What follows belongs to an exercise in optimizing a design on an open flow for small area, a short achievable clock period and few clock cycles per item; a production flow would make more cautious choices.
Where RTL was checked, it was by simulation tests only, not by an equivalence proof against the original.

## build 31
// rgb_luma_range_compress_top
module rgb_luma_range_compress_top (
  input  wire logic        clk,
  input  wire logic        rst_n,
  input  wire logic        in_tvalid,
  output logic             in_tready,
  input  wire logic [23:0] in_tdata,
  output logic             out_tvalid,
  input  wire logic        out_tready,
  output logic [23:0]      out_tdata
);
Size in the first run: roughly 990 cells after synthesis, ~110 flip-flops, ~54 I/O pins.
Settings: LEC_CHECK=0, CAP_MARGIN=5, CORE_MARGIN=2, CORE_UTILIZATION=40, SETUP_SLACK_MARGIN=2.4, SLEW_MARGIN=5; clock period 7.0 ns.
standard.sh (not shown) runs the stock make flow with config.mk's settings and CLKGATE_MAP_FILE= SYNTH_SCRIPT=/design/flow/synth_recipe.tcl, a recipe that flattens the netlist after the stock synthesis.
==> flow/flow/run.sh <==
#!/bin/bash
# Own layout flow: the standard ORFS flow (standard.sh) with three synthesis changes.
#  1. Yosys's "synth -run fine:" runs with -noabc, so the full adders that the RTL writes
#     through its function fa() reach extract_fa as written.
#  2. extract_fa only looks at the cells made from fa() (selected by their source line),
#     so the carry-propagate adders and the rest stay plain logic for ABC.
#  3. If flow/abc.script exists, ABC maps the logic with it instead of ORFS's script.
#  4. Half-adder cells are don't-use (dontuse.txt: the platform's list plus
#     sky130_fd_sc_hd__ha_*), so only full adders are extracted.
# Registers, their names and their cell types are those of the standard synthesis.
# make's output goes to make.log here; ORFS writes each step's log under orfs/logs.
set -euo pipefail
W=$PWD
LINE=$(grep -n 'function automatic logic \[1:0\] fa(' design.v | head -1 | cut -d: -f1)
{
  echo 'proc synth {args} {'
  echo '  if {[lsearch -exact $args "fine:"] >= 0} {'
  echo '    yosys synth -nofsm -noshare -noabc {*}$args'
  echo '  } else {'
  echo '    yosys synth -nofsm -noshare {*}$args'
  echo '  }'
  echo '}'
  if [[ -n "$LINE" ]]; then
    echo "proc extract_fa {args} { yosys extract_fa {*}\$args a:src=*design.v:$LINE.* }"
  fi
  if [[ -f flow/abc.script ]]; then
    # ABC runs flow/abc.script in place of the ORFS script (same arguments otherwise)
    echo "proc abc {args} { set i [lsearch -exact \$args -script]; if {\$i >= 0} { lset args [expr {\$i+1}] $W/flow/abc.script }; yosys abc {*}\$args }"
  fi
  tail -n +2 synth_recipe.tcl
} > my_synth.tcl
sed -e "s#SYNTH_SCRIPT=[^ ]*#SYNTH_SCRIPT=$W/my_synth.tcl#" standard.sh > my_standard.sh
DU="$(cat flow/dontuse.txt)"
EXTRA=()
if [[ -f flow/extra.mk ]]; then
  while read -r line; do [[ -n "$line" ]] && EXTRA+=("$line"); done < flow/extra.mk
fi
bash my_standard.sh "DONT_USE_CELLS=$DU" "${EXTRA[@]}" finish > make.log 2>&1
==> flow/flow/extra.mk <==
BUFFER_PORTS_ARGS=-buffer_cell sky130_fd_sc_hd__buf_1
Other scripts of this flow, unchanged in this note and not shown: flow/flow/abc.script, flow/flow/dontuse.txt
In summary, build 31 completed successfully, with a layout that passed the timing, design-rule and antenna checks.
Testbench counts of build 31, summed over its fixed seeds: cycles 16,032, items 16,000.
Setup changes, build 31 to build 15
- SLEW_MARGIN changed from 5 to 20
- CAP_MARGIN changed from 5 to 20
- SETUP_SLACK_MARGIN changed from 2.4 to 2.2
Results
Cmp build 15 and build 31 / via count / higher: build 31. Compared with build 31, build 15 ends up with a smaller final cell area. Maximum clock rate sits lower in build 15 than in build 31. Endpoint arrival time on the critical path: build 15 and build 31 compared, higher one is build 15. Changes observed in build 15 relative to build 31: non-clock buffer count fell by 39; multi-input gate share of the layout cell area rose by 1.4 points. Build 15 reports its start point of the critical path as q_g[0]$_DFFE_PP_ while build 31 reports q_cb2[4]$_DFFE_PP_.
Changes in build 64 relative to build 15:
- changing SETUP_SLACK_MARGIN from 2.2 to 2.6
- setting TNS_END_PERCENT to 10 for the first time
## What came out
Build 64 finished all stages; the layout is clean.
Delta (build 64 minus build 15): global-route wire length before repair increased 2.9%; cell area increased 5.8%.
[compare] base=build 15 new=build 64: xor/xnor cell area share of the yosys netlist ~0 delta; core utilization increased 2.5 points.
The inputs of build 58 differ from those of build 64 as listed below.
- a deleted TNS_END_PERCENT that had been 10
- a change of SETUP_SLACK_MARGIN from 2.6 to 2.4
-- flow/flow/extra.mk --
<<< build 64, line 2
>>> build 58, line 2
RECOVER_POWER=100
--- outcome ---
Build 58: flow complete, layout not clean; failing: capacitance limit, slew limit
Summary of build 58 over build 64: highest net fanout along the worst path climbed 9; final cell count decreased 33.
Taking build 64 as the reference, in build 58 worst slack on hold paths dropped 0.0033 ns, max-slew violation total from the final report climbed 69, area fraction of clock buffers and clock inverters barely changed.

========
the reference run:
Another version of the RTL of rgb_luma_range_compress_top (not shown whole).
For scale: ~1100 cells after synthesis, ~140 flip-flops, roughly 54 I/O pins, ~13000 um^2 of cells after synthesis.
export LEC_CHECK = 0
export CAP_MARGIN = 20
export CORE_MARGIN = 2
export CORE_UTILIZATION = 40
export SETUP_SLACK_MARGIN = 3.0
export SLEW_MARGIN = 20
create_clock -name core_clock -period 7.0 [get_ports {clk}]
==> flow/flow/run.sh <==
#!/bin/bash
# Own layout flow: the standard ORFS flow (standard.sh) with three synthesis changes.
#  1. Yosys's "synth -run fine:" runs with -noabc, so the full adders that the RTL writes
#     through its function fa() reach extract_fa as written.
#  2. extract_fa only looks at the cells made from fa() (selected by their source line),
#     so the carry-propagate adders and the rest stay plain logic for ABC.
#  3. Half-adder cells are don't-use (dontuse.txt: the platform's list plus
#     sky130_fd_sc_hd__ha_*), so only full adders are extracted.
# Registers, their names and their cell types are those of the standard synthesis.
# make's output goes to make.log here; ORFS writes each step's log under orfs/logs.
set -euo pipefail
W=$PWD
LINE=$(grep -n 'function automatic logic \[1:0\] fa(' design.v | head -1 | cut -d: -f1)
{
  echo 'proc synth {args} {'
  echo '  if {[lsearch -exact $args "fine:"] >= 0} {'
  echo '    yosys synth -nofsm -noshare -noabc {*}$args'
  echo '  } else {'
  echo '    yosys synth -nofsm -noshare {*}$args'
  echo '  }'
  echo '}'
  if [[ -n "$LINE" ]]; then
    echo "proc extract_fa {args} { yosys extract_fa {*}\$args a:src=*design.v:$LINE.* }"
  fi
  tail -n +2 synth_recipe.tcl
} > my_synth.tcl
sed -e "s#SYNTH_SCRIPT=[^ ]*#SYNTH_SCRIPT=$W/my_synth.tcl#" standard.sh > my_standard.sh
DU="$(cat flow/dontuse.txt)"
EXTRA=()
if [[ -f flow/extra.mk ]]; then
  while read -r line; do [[ -n "$line" ]] && EXTRA+=("$line"); done < flow/extra.mk
fi
bash my_standard.sh "DONT_USE_CELLS=$DU" "${EXTRA[@]}" finish > make.log 2>&1
Other scripts of this flow, unchanged in this note and not shown: flow/flow/dontuse.txt
The reference run: done, clean on timing, DRC and antenna
Setup changes, the reference run to the trial run
- SETUP_SLACK_MARGIN: 3.0 -> unset
Layout overhead on the synthesized area is lower on the trial run
The trial run: global-route usage over all layers lower than the reference run
Met2 usage | the trial run below the reference run
The trial run: post-route minimum period 960 ps above the reference run
The trial run vs the reference run, number of filler instances in the final layout went up by 103.
Against the reference run, routed length on met2 in the trial run fell by more than 10%.
Compared with the reference run, the trial run shows a lower total non-filler cell area in the finished layout.
No run of this note included a check of the RTL's function; only the layout flow was run.

========
violet:
rgb_luma_range_compress_top with an RTL version that a note above also has.
For scale: ~110 flip-flops, ~11,000 um^2 of cells after synthesis.
Design rgb_luma_range_compress_top, start of the top module:
module rgb_luma_range_compress_top (
  input  wire logic        clk,
  input  wire logic        rst_n,
  input  wire logic        in_tvalid,
  output logic             in_tready,
  input  wire logic [23:0] in_tdata,
  output logic             out_tvalid,
  input  wire logic        out_tready,
  output logic [23:0]      out_tdata
);
export LEC_CHECK = 0
export CAP_MARGIN = 20
export CORE_MARGIN = 2
export CORE_UTILIZATION = 40
export SETUP_SLACK_MARGIN = 2.4
export SLEW_MARGIN = 20
create_clock -name core_clock -period 7.0 [get_ports {clk}]
==> flow/flow/run.sh <==
#!/bin/bash
# Own layout flow: the standard ORFS flow (standard.sh) with three synthesis changes.
#  1. Yosys's "synth -run fine:" runs with -noabc, so the full adders that the RTL writes
#     through its function fa() reach extract_fa as written.
#  2. extract_fa only looks at the cells made from fa() (selected by their source line),
#     so the carry-propagate adders and the rest stay plain logic for ABC.
#  3. If flow/abc.script exists, ABC maps the logic with it instead of ORFS's script.
#  4. Half-adder cells are don't-use (dontuse.txt: the platform's list plus
#     sky130_fd_sc_hd__ha_*), so only full adders are extracted.
# Registers, their names and their cell types are those of the standard synthesis.
# make's output goes to make.log here; ORFS writes each step's log under orfs/logs.
set -euo pipefail
W=$PWD
LINE=$(grep -n 'function automatic logic \[1:0\] fa(' design.v | head -1 | cut -d: -f1)
{
  echo 'proc synth {args} {'
  echo '  if {[lsearch -exact $args "fine:"] >= 0} {'
  echo '    yosys synth -nofsm -noshare -noabc {*}$args'
  echo '  } else {'
  echo '    yosys synth -nofsm -noshare {*}$args'
  echo '  }'
  echo '}'
  if [[ -n "$LINE" ]]; then
    echo "proc extract_fa {args} { yosys extract_fa {*}\$args a:src=*design.v:$LINE.* }"
  fi
  if [[ -f flow/abc.script ]]; then
    # ABC runs flow/abc.script in place of the ORFS script (same arguments otherwise)
    echo "proc abc {args} { set i [lsearch -exact \$args -script]; if {\$i >= 0} { lset args [expr {\$i+1}] $W/flow/abc.script }; yosys abc {*}\$args }"
  fi
  tail -n +2 synth_recipe.tcl
} > my_synth.tcl
sed -e "s#SYNTH_SCRIPT=[^ ]*#SYNTH_SCRIPT=$W/my_synth.tcl#" standard.sh > my_standard.sh
DU="$(cat flow/dontuse.txt)"
EXTRA=()
if [[ -f flow/extra.mk ]]; then
  while read -r line; do [[ -n "$line" ]] && EXTRA+=("$line"); done < flow/extra.mk
fi
bash my_standard.sh "DONT_USE_CELLS=$DU" "${EXTRA[@]}" finish > make.log 2>&1
==> flow/flow/abc.script <==
&get -n
&st
&dc2
&dch
&nf
&put
buffer -c
topo
stime -c
upsize -c
dnsize -c
==> flow/flow/extra.mk <==
BUFFER_PORTS_ARGS=-buffer_cell sky130_fd_sc_hd__buf_1
Other scripts of this flow, unchanged in this note and not shown: flow/flow/dontuse.txt
violet completed end to end with timing, DRC and antenna clean.
Testbench counts of violet, summed over its fixed seeds: cycles 16,032, items 16,000.
Inputs modified between violet and tundra:
Settings: SETUP_SLACK_MARGIN: 2.4 -> 3.0.
==> flow/flow/abc.script <==
&get -n
&st
&dch
&nf
&put
buffer -c
topo
stime -c
upsize -c
dnsize -c
removed: flow/flow/extra.mk
Notes after the runs:
- Comparing routing usage on met2 for violet and tundra, the bigger number came from tundra.
- violet has a lower post-cts gate resize count than tundra.
- As of tundra, design area had risen by more than 10% compared to violet.
- tundra against violet: largest fanout of any net on the critical path lost 1, number of non-filler instances in the completed layout picked up an extra 137, synthesized cell count picked up an extra 53, die area picked up an extra 780 um^2.
- tundra vs violet — wire length rose about 10%.
diff inputs: tundra => zinc
Settings: PLACE_DENSITY: unset -> 0.75; SETUP_SLACK_MARGIN: 3.0 -> 2.4.
==> flow/flow/extra.mk (new file) <==
BUFFER_PORTS_ARGS=-buffer_cell sky130_fd_sc_hd__buf_1
==> comparison <==
- Per the final summary, zinc finished and its layout is clean on timing, DRC and antenna.
- NOTE via count tundra->zinc decreased by a few percent
- Taking tundra as the reference, in zinc met3 layer wire length in the routed design higher, met1 wire length -14%, headroom to the max-slew limit shows a reduction of 5.4 points, area of combinational cells with multiple inputs went down by 5.7%.
- Global-route wire length before repair ended up about 11% lower on zinc than on tundra.
Edits applied to the flow inputs when going from zinc to xenon:
Settings: a change of PLACE_DENSITY from 0.75 to 0.65; a change of CORE_UTILIZATION from 40 to 50.
### Flow results
- xenon: PASS, flow complete, no timing, DRC or antenna violations
- Relative to zinc, met3 layer usage reported by global route increased by 0.26 points in xenon.
- xenon vs. zinc: placer's final routability congestion estimate went up about 2.3%, post-layout worst setup margin up 12 ps, cell count saw a decrease.
Setup changes, xenon to yarrow
Settings: PLACE_DENSITY removed (was 0.65); CORE_UTILIZATION changed from 50 to 40; GPL_ROUTABILITY_DRIVEN newly set to 0.
Findings:
yarrow: total via count after detailed routing lower than xenon
Diff xenon -> yarrow: cell area reported after detailed placement +about 1.1%; average wire length per cell after detail routing -about 5%; global-route usage -3.2 points; number of logic inverters in the finished layout +1.
Against xenon, sum of net half-perimeters after detailed placement in yarrow rose slightly.
--- input diff yarrow..pepper ---
Settings: removing SETUP_SLACK_MARGIN (formerly 2.4); removing GPL_ROUTABILITY_DRIVEN (formerly 0).
removed: flow/flow/extra.mk
## What came out
In the reports for yarrow and pepper, the larger path length in cells of the critical path belongs to pepper.
Relative to yarrow, the portion of the clock cycle consumed by the worst path in the final layout of pepper is higher by 5.1 points.
Count of inverters not on the clock network in the layout, yarrow and pepper: larger value in yarrow
In pepper, post-layout utilization of the core is lower than in yarrow.
On first-pass GRT wire length, pepper does better than yarrow.
yarrow has higher relative max-transition margin than pepper.
pepper reports its first element of the critical path as q_cb2[2]$_DFFE_PP_ while yarrow reports q_cb2[4]$_DFFE_PP_.

==> static timing again, ports no longer ideal <==
Ports are ideal in the flow. The routed layouts listed here were re-timed in OpenROAD.
Step 1 assumes that a clkbuf_16 drives the clock port and a buf_2 every other input.
Step 2 also shifts input and output timing later by t, the mid clock arrival at the registers, as if the neighbouring blocks saw the same clock.
a / b / c = ideal ports / drivers / drivers and shift; a / b = the first two.
run	t, ns	setup slack, ns	hold slack, ns	worst setup path at the end	worst slew at a driven data input, ns
build 31	0.392	2.588 / 2.588 / 2.588	0.411 / 0.411 / 0.411	register to register	0.03
build 15	0.389	2.451 / 2.451 / 2.451	0.414 / 0.414 / 0.414	register to register	0.03
build 64	0.394	2.597 / 2.597 / 2.597	0.414 / 0.414 / 0.414	register to register	0.03
build 58	0.392	2.011 / 2.011 / 1.652	0.411 / 0.411 / 0.411	input to register	0.03
the reference run	0.472	2.645 / 2.619 / 2.439	0.409 / 0.409 / 0.409	input to register	0.06
the trial run	0.468	1.688 / 1.637 / 1.495	0.414 / 0.414 / 0.414	input to register	0.03
violet	0.404	2.311 / 2.311 / 2.311	0.422 / 0.422 / 0.422	register to register	0.04
tundra	0.395	2.625 / 2.625 / 2.625	0.413 / 0.413 / 0.413	register to register	0.03
zinc	0.396	2.522 / 2.522 / 2.522	0.422 / 0.422 / 0.422	register to register	0.03
xenon	0.394	2.534 / 2.534 / 2.534	0.422 / 0.422 / 0.422	register to register	0.03
yarrow	0.392	2.588 / 2.588 / 2.588	0.411 / 0.411 / 0.411	register to register	0.03
pepper	0.396	2.229 / 2.229 / 2.229	0.417 / 0.417 / 0.417	register to register	0.03
For build 58, which loses most, drivers alone change the setup slack by 0.000 ns; drivers and shift together by -0.359 ns.
